Context: an optimization exercise on an open-source flow, tuned for small area. The choices shown serve that exercise and are no tape-out recipe. Only simulation tests tie the RTL to the original design; equivalence was not proved. Power is estimated from default activity; no workload was simulated.

==> flow/design.v (excerpt) <==
module regfile_scoreboard #(
    parameter int XLEN   = 32,
    parameter int AW     = 5,
    parameter int NUM_RD = 2,
    parameter int BYPASS = 1
) (
    input  logic                   clk,
    input  logic                   rst,
    input  logic                   wr_en,
    input  logic [AW-1:0]          wr_addr,
    input  logic [XLEN-1:0]        wr_data,
    input  logic [NUM_RD*AW-1:0]   rd_addr,
    output logic [NUM_RD*XLEN-1:0] rd_data,
    output logic [NUM_RD-1:0]      rd_busy,
    input  logic                   iss_en,
    input  logic [AW-1:0]          iss_addr,
    output logic                   iss_ready,
    input  logic                   flush,
    output logic [(1<<AW)-1:0]     busy_vec,
    output logic [AW:0]            pend_cnt
);
Settings: LEC_CHECK=0, CAP_MARGIN=20, CORE_MARGIN=2, CORE_UTILIZATION=45, PLACE_DENSITY=0.7, SLEW_MARGIN=20, SYNTH_HIERARCHICAL=1; clock period 8.0 ns.
standard.sh (not shown) runs the stock make flow with config.mk's settings and CLKGATE_MAP_FILE= SYNTH_SCRIPT=/design/flow/synth_recipe.tcl, a recipe that flattens the netlist after the stock synthesis.
==> flow/flow/run.sh <==
#!/bin/bash
# Standard ORFS layout (the standard.sh, standard synthesis) with
#  - single-drive buffers on the ports instead of the default delay cells,
#  - a clock tree of larger sink clusters and no dummy loads.
set -euo pipefail
export BUFFER_PORTS_ARGS="-buffer_cell sky130_fd_sc_hd__buf_1"
export CTS_ARGS="-sink_clustering_enable -repair_clock_nets -dont_use_dummy_load -buf_list sky130_fd_sc_hd__clkbuf_8 -sink_clustering_size 16 -sink_clustering_max_diameter 60"
bash standard.sh > standard.log 2>&1
The baseline ran to the end with no violations.
Edit:
==> flow/flow/run.sh (replaced) <==
#!/bin/bash
# Standard ORFS layout (the standard.sh, standard synthesis) with
#  - single-drive buffers on the ports instead of the default delay cells,
#  - a clock tree of larger sink clusters and no dummy loads.
set -euo pipefail
export BUFFER_PORTS_ARGS="-buffer_cell sky130_fd_sc_hd__buf_1"
export CTS_ARGS="-sink_clustering_enable -repair_clock_nets -dont_use_dummy_load -buf_list sky130_fd_sc_hd__clkbuf_16 -sink_clustering_size 25 -sink_clustering_max_diameter 80"
bash standard.sh > standard.log 2>&1
- CORE_UTILIZATION: 45 -> 50
- PLACE_DENSITY: 0.7 -> 0.75
Clock power climbs by a little under a tenth.
Synthesized area is unchanged.
Cell count falls by a few percent.
Routed wire length falls by a few percent.
Clock skew shrinks by 49 ps.
Power is higher by a few percent.
Edit:
- CORE_UTILIZATION: 50 -> 55
- PLACE_DENSITY: 0.75 -> unset
Setup slack got worse by 16 ps.
Global-route usage is higher by 11 points.
Non-clock buffer count is higher by 24.
Design area stays flat.
Wire length is higher by 13%.
Clock-buffer cell count does not change.
Sequential cell count does not change.
Sequential share of layout area barely changes.
Total power is higher by 0.78%.
Clock power hardly moves.
Edit:
- CORE_UTILIZATION: 55 -> 50
- PLACE_DENSITY: unset -> 0.7
Result: The changed run went through all stages and came out clean; synthesized area is unchanged; utilization came out lower by 5.9 points; count of clock-buffer cells in the layout does not change; first-iteration DRC count came out lower by 10%; worst setup slack gains 420 ps; critical path depth came out lower by 1; via count came out lower by 4.5%; maximum frequency came out higher by 5.8%.

========
## v6
The RTL this note starts from:
==> flow/design.v <==
module rf_hold (
    input  logic q,
    input  logic load,
    input  logic d,
    input  logic keep,
    output logic n
);
    assign n = !((q | load) & (d | keep));
endmodule
module rf_aoi3 (
    input  logic [2:0] d,
    input  logic [2:0] s,
    output logic       y_n
);
    assign y_n = !((d[0] & s[0]) | (d[1] & s[1]) | (d[2] & s[2]));
endmodule
module rf_aoi1 (
    input  logic d,
    input  logic s,
    output logic y_n
);
    assign y_n = !(d & s);
endmodule
module rf_nand4 (
    input  logic [3:0] p_n,
    output logic       y
);
    assign y = !(&p_n);
endmodule
module rf_or3 (
    input  logic [2:0] p,
    output logic       y
);
    assign y = |p;
endmodule
module rf_unphase (
    input  logic y_ph,
    input  logic inv,
    output logic y
);
    assign y = y_ph ^ inv;
endmodule
module rf_merge11 (
    input  logic [10:0] p_n,
    output logic        y
);
    assign y = !(&p_n);
endmodule
module rf_sel32 (
    input  logic [31:0] d,
    input  logic [31:0] s,
    input  logic        inv,
    output logic        y
);
    logic [11:0] w_part;
    logic [2:0]  w_p;
    logic        w_yPh;
    for (genvar j = 0; j < 10; j++) begin : g_aoi
        rf_aoi3 u_aoi (.d(d[3*j +: 3]), .s(s[3*j +: 3]), .y_n(w_part[j]));
    end
    rf_aoi1 u_aoi1a (.d(d[30]), .s(s[30]), .y_n(w_part[10]));
    rf_aoi1 u_aoi1b (.d(d[31]), .s(s[31]), .y_n(w_part[11]));
    for (genvar j = 0; j < 3; j++) begin : g_m
        rf_nand4 u_nand (.p_n(w_part[4*j +: 4]), .y(w_p[j]));
    end
    rf_or3     u_or   (.p(w_p), .y(w_yPh));
    rf_unphase u_unph (.y_ph(w_yPh), .inv(inv), .y(y));
endmodule
module rf_sel31 (
    input  logic [30:0] d,
    input  logic [30:0] s,
    output logic        y
);
    logic [10:0] w_part;
    for (genvar j = 0; j < 10; j++) begin : g_aoi
        rf_aoi3 u_aoi (.d(d[3*j +: 3]), .s(s[3*j +: 3]), .y_n(w_part[j]));
    end
    rf_aoi1 u_aoi1 (.d(d[30]), .s(s[30]), .y_n(w_part[10]));
    rf_merge11 u_merge (.p_n(w_part), .y(y));
endmodule
module rf_nand2 (
    input  logic a,
    input  logic b,
    output logic y
);
    assign y = !(a && b);
endmodule
module rf_nand3 (
    input  logic a,
    input  logic b,
    input  logic c,
    output logic y
);
    assign y = !(a && b && c);
endmodule
module rf_rdsel (
    input  logic lo,
    input  logic hi,
    input  logic wsel_n,
    output logic sel
);
    assign sel = lo && hi && wsel_n;
endmodule
module rf_busynx (
    input  logic busy,
    input  logic wsel_n,
    input  logic keep_all,
    input  logic lo,
    input  logic hi,
    output logic n
);
    assign n = (lo && hi) || (busy && wsel_n && keep_all);
endmodule
module regfile_scoreboard #(
    parameter int XLEN   = 32,
    parameter int AW     = 5,
    parameter int NUM_RD = 2,
    parameter int BYPASS = 1
) (
    input  logic                   clk,
    input  logic                   rst,
    input  logic                   wr_en,
    input  logic [AW-1:0]          wr_addr,
    input  logic [XLEN-1:0]        wr_data,
    input  logic [NUM_RD*AW-1:0]   rd_addr,
    output logic [NUM_RD*XLEN-1:0] rd_data,
    output logic [NUM_RD-1:0]      rd_busy,
    input  logic                   iss_en,
    input  logic [AW-1:0]          iss_addr,
    output logic                   iss_ready,
    input  logic                   flush,
    output logic [(1<<AW)-1:0]     busy_vec,
    output logic [AW:0]            pend_cnt
);
    localparam int NREGS = 1 << AW;
    logic [XLEN-1:0]  r_regs [1:NREGS-1];
    logic [XLEN-1:0]  w_regsNext [1:NREGS-1];
    logic [NREGS-1:1] r_busy;
    logic [NREGS-1:1] w_busyNext;
    logic [AW:0]      r_pendCnt;
    logic             r_phase;
    logic [XLEN-1:0]  w_wrDataPh;
    logic [NREGS-1:0] w_busyAll;
    logic [NREGS-1:1] w_wrSelN;
    logic [NREGS-1:1] w_keep;
    logic [NREGS-1:1] w_load;
    logic [3:0]       w_wrLo;
    logic [7:0]       w_wrHi;
    logic [3:0]       w_issLo;
    logic [7:0]       w_issHi;
    logic             w_wrLive;
    logic             w_issHitWr;
    logic             w_issFire;
    logic             w_issSet;
    logic             w_busyKeep;
    logic             w_rstN;
    logic             w_inc;
    logic             w_dec;
    assign w_busyAll = {r_busy, 1'b0};
    assign w_wrLive   = wr_en && (wr_addr != '0);
    assign w_issHitWr = w_wrLive && (wr_addr == iss_addr);
    assign iss_ready  = !w_busyAll[iss_addr] || w_issHitWr;
    assign w_issFire  = iss_en && iss_ready && (iss_addr != '0) && !flush;
    assign w_issSet   = w_issFire && !rst;
    assign w_busyKeep = !rst && !flush;
    assign w_rstN     = !rst;
    for (genvar i = 0; i < 4; i++) begin : g_lo
        assign w_wrLo[i]  = (wr_addr[1:0] == 2'(i));
        assign w_issLo[i] = (iss_addr[1:0] == 2'(i));
    end
    for (genvar i = 0; i < 8; i++) begin : g_hi
        assign w_wrHi[i]  = wr_en && (wr_addr[4:2] == 3'(i));
        assign w_issHi[i] = w_issSet && (iss_addr[4:2] == 3'(i));
    end
    for (genvar k = 1; k < NREGS; k++) begin : g_row
        rf_nand2 u_wsel (.a(w_wrLo[k%4]), .b(w_wrHi[k/4]), .y(w_wrSelN[k]));
        rf_nand2 u_load (.a(w_wrSelN[k]), .b(w_rstN), .y(w_load[k]));
        rf_nand3 u_keep (.a(w_wrLo[k%4]), .b(w_wrHi[k/4]), .c(w_rstN), .y(w_keep[k]));
        rf_busynx u_busy (
            .busy(r_busy[k]), .wsel_n(w_wrSelN[k]), .keep_all(w_busyKeep),
            .lo(w_issLo[k%4]), .hi(w_issHi[k/4]), .n(w_busyNext[k])
        );
        for (genvar b = 0; b < XLEN; b++) begin : g_bit
            rf_hold u_hold (
                .q(r_regs[k][b]), .load(w_load[k]), .d(w_wrDataPh[b]), .keep(w_keep[k]),
                .n(w_regsNext[k][b])
            );
        end
    end
    assign w_wrDataPh = wr_data ^ {XLEN{r_phase}};
    always_ff @(posedge clk) begin
        r_phase <= !rst && !r_phase;
        for (int k = 1; k < NREGS; k++) begin
            r_regs[k] <= w_regsNext[k];
        end
    end
    always_ff @(posedge clk) begin
        r_busy <= w_busyNext;
    end
    assign w_inc = w_issFire && !w_busyAll[iss_addr];
    assign w_dec = w_wrLive && w_busyAll[wr_addr] && !(w_issFire && w_issHitWr);
    always_ff @(posedge clk) begin
        if (rst || flush) begin
            r_pendCnt <= '0;
        end else if (w_inc && !w_dec) begin
            r_pendCnt <= r_pendCnt + 1'b1;
        end else if (w_dec && !w_inc) begin
            r_pendCnt <= r_pendCnt - 1'b1;
        end
    end
    for (genvar g = 0; g < NUM_RD; g++) begin : g_rd
        logic [AW-1:0]    w_addr;
        logic             w_fwd;
        logic [3:0]       w_lo;
        logic [7:0]       w_hi;
        logic [NREGS-1:1] w_sel;
        logic             w_inv;
        assign w_addr = rd_addr[g*AW +: AW];
        assign w_fwd  = w_wrLive && (wr_addr == w_addr);
        for (genvar i = 0; i < 4; i++) begin : g_lo
            assign w_lo[i] = (w_addr[1:0] == 2'(i));
        end
        for (genvar i = 0; i < 8; i++) begin : g_hi
            assign w_hi[i] = (w_addr[4:2] == 3'(i));
        end
        for (genvar k = 1; k < NREGS; k++) begin : g_sel
            rf_rdsel u_sel (.lo(w_lo[k%4]), .hi(w_hi[k/4]), .wsel_n(w_wrSelN[k]), .sel(w_sel[k]));
        end
        assign w_inv = r_phase && (w_addr != '0) && !w_fwd;
        for (genvar b = 0; b < XLEN; b++) begin : g_bit
            logic [NREGS-1:1] w_in;
            for (genvar k = 1; k < NREGS; k++) begin : g_in
                assign w_in[k] = r_regs[k][b];
            end
            rf_sel32 u_sel (.d({wr_data[b], w_in}), .s({w_fwd, w_sel}), .inv(w_inv),
                            .y(rd_data[g*XLEN + b]));
        end
        rf_sel31 u_busy (.d(r_busy), .s(w_sel), .y(rd_busy[g]));
    end
    assign busy_vec = w_busyAll;
    assign pend_cnt = r_pendCnt;
endmodule
export LEC_CHECK = 0
export CAP_MARGIN = 20
export CORE_MARGIN = 2
export CORE_UTILIZATION = 50
export SLEW_MARGIN = 20
export SYNTH_HIERARCHICAL = 1
create_clock -name core_clock -period 8.0 [get_ports {clk}]
==> flow/flow/run.sh <==
#!/bin/bash
# Standard ORFS layout (the standard.sh, standard synthesis) with
#  - single-drive buffers on the ports instead of the default delay cells,
#  - a clock tree of larger sink clusters and no dummy loads.
set -euo pipefail
export BUFFER_PORTS_ARGS="-buffer_cell sky130_fd_sc_hd__buf_1"
export CTS_ARGS="-sink_clustering_enable -repair_clock_nets -dont_use_dummy_load -buf_list sky130_fd_sc_hd__clkbuf_16 -sink_clustering_size 25 -sink_clustering_max_diameter 80"
bash standard.sh > standard.log 2>&1
v6 went all the way through the flow, and no timing, DRC or antenna check failed.
Inputs modified between v6 and v7:
- putting PLACE_DENSITY at 0.7 where nothing was set
-- flow/flow/run.sh --
<<< v6, line 7
export CTS_ARGS="-sink_clustering_enable -repair_clock_nets -dont_use_dummy_load -buf_list sky130_fd_sc_hd__clkbuf_16 -sink_clustering_size 25 -sink_clustering_max_diameter 80"
>>> v7, line 7
export CTS_ARGS="-sink_clustering_enable -repair_clock_nets -dont_use_dummy_load -buf_list sky130_fd_sc_hd__clkbuf_8 -sink_clustering_size 16 -sink_clustering_max_diameter 60"
Results
The lower clock network fraction of total power of v7 and v6 is in v7. Against v6, wire length of the first global-routing pass in v7 fell by more than 10%. Taking v6 as the reference, in v7 slack of the critical path climbed 0.26 ns, post-detailed-routing wire length went down, cell depth of the worst hold path essentially unchanged.

==> separate check: timing with driven ports <==
The flow's constraints put no driver on any port. The routed layouts listed below were extracted and timed again, unchanged, in two steps. Step 1, drivers: a clkbuf_16 drives clk and a buf_2 each remaining input, both assumed. Step 2 times the ports against the registers' clock, not the clock port: input delays grow and output delays shrink by t, the midpoint of the rising clock arrivals with the driver on. Three values: no drivers, after step 1, after step 2; two values: the first two.
run | t (ns) | slack for setup (ns) | worst hold slack (ns)
the first run of note 1 | 0.759 | 0.550 / 0.525 / 0.525 | 0.473 / 0.473 / 0.473
the second run of note 1 | 0.711 | 0.364 / 0.344 / 0.344 | 0.473 / 0.473 / 0.473
the third run of note 1 | 0.708 | 0.348 / 0.324 / 0.324 | 0.478 / 0.478 / 0.478
the fourth run of note 1 | 0.703 | 0.765 / 0.742 / 0.742 | 0.474 / 0.474 / 0.474
v6 | 0.707 | 0.470 / 0.440 / 0.440 | 0.474 / 0.474 / 0.474
v7 | 0.774 | 0.732 / 0.709 / 0.709 | 0.472 / 0.472 / 0.472
After both steps setup and hold are still met in every run listed. The setup slack of v6, which loses most, moves by -0.030 ns with the drivers and by -0.030 ns with both steps.
